Background: an optimization exercise with open tools, aiming at small area, a short achievable clock period and few clock cycles. Do not read the settings as production practice. At most, simulation tests tie the RTL to the original design; equivalence was not proved.

==> inputs of run a <==
## julia_worker
module julia_worker (
	input  logic               tb_clk,
	input  logic               rst,
	input  logic               start,
	input  logic [19:0]        pixel,   
	input  logic [43:0]        c,       
	input  logic               mc_busy,
	output logic               ready,
	output logic               done,
	output logic [63:0]        result   
);
clock: 14.0 ns
lec_check: 0
cap_margin: 75
core_margin: 2
core_utilization: 40
slew_margin: 75
synth_hierarchical: 1
synth_minimum_keep_size: 0
run.sh (not shown) runs the stock make flow with config.mk's settings and CLKGATE_MAP_FILE= SYNTH_SCRIPT=/design/flow/synth_recipe.tcl, a recipe that flattens the netlist after the stock synthesis.
==> run b (differences from run a) <==
--- a/flow/design.v
+++ b/flow/design.v
@@ -148,18 +148,15 @@
 	assign btwo[5] = (yb[12] & ~yb[11] & ~yb[10]) | (~yb[12] & yb[11] & yb[10]);
 	assign bpp5 = (({15{bone[5]}} & xs1) | ({15{btwo[5]}} & xs2)) ^ {15{bneg[5]}};
 	assign bneg[6] = yb[14];
 	assign bone[6] = yb[13] ^ yb[12];
 	assign btwo[6] = (yb[14] & ~yb[13] & ~yb[12]) | (~yb[14] & yb[13] & yb[12]);
 	assign bpp6 = (({15{bone[6]}} & xs1) | ({15{btwo[6]}} & xs2)) ^ {15{bneg[6]}};
-	assign ca_s = {1'b0, ta_r0[10:0]} + {1'b0, ta_r1[10:0]};
-	assign cb_s = {1'b0, tb_r0[10:0]} + {1'b0, tb_r1[10:0]};
-	assign cp_s = {1'b0, tp_r0[10:0]} + {1'b0, tp_r1[10:0]};
-	assign ca = ca_s[11];
-	assign cb = cb_s[11];
-	assign cp = cp_s[11];
+	jw_add #(.W(11)) u_ca (.a(ta_r0[10:0]), .b(ta_r1[10:0]), .ci(1'b0), .s(ca_s[10:0]), .co(ca));
+	jw_add #(.W(11)) u_cb (.a(tb_r0[10:0]), .b(tb_r1[10:0]), .ci(1'b0), .s(cb_s[10:0]), .co(cb));
+	jw_add #(.W(11)) u_cp (.a(tp_r0[10:0]), .b(tp_r1[10:0]), .ci(1'b0), .s(cp_s[10:0]), .co(cp));
 	jw_ha u_ta1 (.a(xr[2]), .b((xr[0] & xr[3])), .s(tas1), .co(tac1));
 	jw_ha u_ta2 (.a((xr[0] & xr[4])), .b((xr[1] & xr[3])), .s(tas2), .co(tac2));
 	jw_fa u_ta3 (.a(xr[3]), .b((xr[0] & xr[5])), .c((xr[1] & xr[4])), .s(tas3), .co(tac3));
 	jw_ha u_ta4 (.a((xr[2] & xr[3])), .b(tac2), .s(tas4), .co(tac4));
 	jw_fa u_ta5 (.a((xr[0] & xr[6])), .b((xr[1] & xr[5])), .c((xr[2] & xr[4])), .s(tas5), .co(tac5));
 	jw_ha u_ta6 (.a(tac3), .b(tac4), .s(tas6), .co(tac6));
@@ -495,27 +492,39 @@
 	jw_fa u_ti326 (.a(cim[12]), .b(tp_r0[22]), .c(tp_r1[22]), .s(tis326), .co(tic326));
 	jw_fa u_ti327 (.a(cim[13]), .b(tp_r0[23]), .c(tp_r1[23]), .s(tis327), .co(tic327));
 	jw_fa u_ti328 (.a(cim[14]), .b(tp_r0[24]), .c(tp_r1[24]), .s(tis328), .co(tic328));
 	assign tis329 = cim[14] ^ tp_r0[25] ^ tp_r1[25];
 	assign ti_r0 = {tic328, tic327, tic326, tic325, tic324, tic323, tic322, tic321, tic320, tic319, tic318, tic317, tic316, tic315, tp_r1[11]};
 	assign ti_r1 = {tis329, tis328, tis327, tis326, tis325, tis324, tis323, tis322, tis321, tis320, tis319, tis318, tis317, tis316, tis315};
-	assign esum = te_r0 + te_r1 + ca;
+	jw_add #(.W(17)) u_esum (.a(te_r0), .b(te_r1), .ci(ca), .s(esum), .co());
 	assign escaped = ~esum[16];
-	assign nre = tr_r0 + tr_r1 + ca;
-	assign nim = {ti_r0 + ti_r1 + cp, cim[0]};
+	jw_add #(.W(16)) u_nre (.a(tr_r0), .b(tr_r1), .ci(ca), .s(nre), .co());
+	jw_add #(.W(15)) u_nim (.a(ti_r0), .b(ti_r1), .ci(cp), .s(nim[15:1]), .co());
+	assign nim[0] = cim[0];
 endmodule
 module jw_fa (
 	input  logic a,
 	input  logic b,
 	input  logic c,
 	output logic s,
 	output logic co
 );
 	assign s  = a ^ b ^ c;
 	assign co = (a & b) | (a & c) | (b & c);
 endmodule
+module jw_add #(
+	parameter int W = 16
+) (
+	input  logic [W-1:0] a,
+	input  logic [W-1:0] b,
+	input  logic         ci,
+	output logic [W-1:0] s,
+	output logic         co
+);
+	assign {co, s} = a + b + ci;
+endmodule
 module jw_ha (
 	input  logic a,
 	input  logic b,
 	output logic s,
 	output logic co
 );
@@ -565,15 +574,17 @@
 	logic [14:0] cre, cim, cre0, cim0;
 	logic [27:0] z_seen;
 	logic        waiting;     
 	logic        w_dec;       
 	logic        w_black;     
 	logic        esc_q;       
+	logic        per_q;       
 	logic        res_free;
 	logic        sure_esc;
 	logic        stop;
+	logic        late_stop;   
 	logic        step;
 	logic        transfer;
 	logic [19:0] res_index;
 	logic [19:0] pix_index;
 	logic [7:0]  res_count;
 	logic        res_black;
@@ -581,13 +592,13 @@
 		.xr       (xr),
 		.xi       (xi),
 		.ovr      (ovr),
 		.ovi      (ovi),
 		.sure_esc (sure_esc)
 	);
-	assign stop = esc_q | sure_esc | periodic | (count == 8'(MAX_ITER));
+	assign stop = late_stop | sure_esc;
 	assign step = busy & ~waiting & ~stop;
 	jw_control u_control (
 		.rst      (rst),
 		.start    (start),
 		.mc_busy  (mc_busy),
 		.busy     (busy),
@@ -608,32 +619,36 @@
 	always_ff @(posedge tb_clk) begin
 		if (rst) begin
 			busy    <= 1'b0;
 			waiting <= 1'b0;
 			done    <= 1'b0;
 			esc_q   <= 1'b0;
+			per_q   <= 1'b0;
+			late_stop <= 1'b0;
 		end else begin
 			busy    <= load | (busy & ~transfer);
 			waiting <= busy & ~load & ~res_free & (waiting | stop);
 			done    <= transfer | (done & mc_busy);
 			esc_q   <= step & tree_escaped;
+			per_q   <= step & periodic;
+			late_stop <= step & (tree_escaped | periodic | (count == 8'(MAX_ITER - 1)));
 		end
 		if (~waiting) begin
 			w_dec   <= esc_q;
-			w_black <= ~esc_q & (periodic | (count == 8'(MAX_ITER)));
+			w_black <= ~esc_q & (per_q | (count == 8'(MAX_ITER)));
 		end
 	end
 	always_ff @(posedge tb_clk) begin
 		if (res_free) begin
 			res_index <= pix_index;
 			if (waiting) begin
 				res_count <= w_dec ? count - 8'd1 : count;
 				res_black <= w_black;
 			end else begin
 				res_count <= esc_q ? count - 8'd1 : count;
-				res_black <= ~esc_q & (periodic | (count == 8'(MAX_ITER)));
+				res_black <= ~esc_q & (per_q | (count == 8'(MAX_ITER)));
 			end
 		end
 	end
 	jw_start u_start (
 		.pixel (pixel),
 		.c     (c),
CAP_MARGIN = 60   (was 75)
SLEW_MARGIN = 60   (was 75)
==> run c (differences from run a) <==
CAP_MARGIN = 60   (was 75)
CORE_UTILIZATION = 50   (was 40)
PLACE_DENSITY = 0.7   (was default)
SLEW_MARGIN = 60   (was 75)
==> run summary <==
Critical Path Max Stage Delay=0.54 ns; TritonCTS sink count=153; sequential cell area share=0.199; placement-stage cell area=20300 sq um; clock-cell share of area=0.0274; xor and xnor area share after synthesis=0.0906; share of flip-flops with an asynchronous set or reset after synthesis=0; Hold Slack=0.420 ns; top library cells by usage in the layout, fill and taps aside=286 x sky130_fd_sc_hd__fa_1, 170 x sky130_fd_sc_hd__xnor2_1, 136 x sky130_fd_sc_hd__ha_1; final worst-path setup slack=7.50 ns; clock buffer count=20; area occupied by multi-input gates=13800 sq um; outcome=finished clean; met2 layer usage reported by global route=0.398
The numbers above come from run c.

==> run summary <==
sequential cell area share=0.195; final worst-path setup slack=7.66 ns; placement-stage cell area=20600 sq um; clock buffer count=21; met2 layer usage reported by global route=0.327; TritonCTS sink count=153; Critical Path Max Stage Delay=0.53 ns; Hold Slack=0.421 ns; outcome=finished clean
The numbers above come from run a.

==> run summary <==
Critical Path Max Stage Delay=0.49 ns; top library cells by usage in the layout, fill and taps aside=291 x sky130_fd_sc_hd__fa_1, 173 x sky130_fd_sc_hd__nand2_1, 155 x sky130_fd_sc_hd__and2_1; area occupied by multi-input gates=15500 sq um; TritonCTS sink count=155; placement-stage cell area=22200 sq um; clock buffer count=18; final worst-path setup slack=7.82 ns; outcome=finished clean; clock-cell share of area=0.0236
The numbers above come from run b.

Testbench counts of run a, summed over its fixed seeds: cycles 102,383.
Testbench counts of run c, summed over its fixed seeds: cycles 102,383.
The RTL of run b was laid out without a check of its function.

-- afterwards: timing with drivers on the ports --
In the flow no input, the clock included, has a driving cell. The finished layouts below were timed again as built, in two steps.
Step 1 (the two cells are an assumption about what drives the block):
set clk [get_ports {tb_clk}]
set_driving_cell -lib_cell sky130_fd_sc_hd__clkbuf_16 $clk
set_driving_cell -lib_cell sky130_fd_sc_hd__buf_2 [delete_from_list [all_inputs] $clk]
Step 2 times the ports against the registers' clock, not the clock port: input delays grow and output delays shrink by t, the midpoint of the rising clock arrivals with the driver on.
a / b / c = ideal / step 1 / step 2; a / b = the first two.
run	t (ns)	setup slack, ns	hold WS [ns]	worst register clock-pin slew, ns	pins driven straight from the clock port
run a	0.497	7.665 / 7.617 / 7.893	0.421 / 0.421 / 0.421	0.07 / 0.07	1
run b	0.497	7.816 / 7.764 / 7.945	0.416 / 0.416 / 0.416	0.07 / 0.07	1
run c	0.505	7.496 / 7.449 / 7.783	0.420 / 0.420 / 0.420	0.07 / 0.07	1
After both steps every run listed still meets setup and hold.
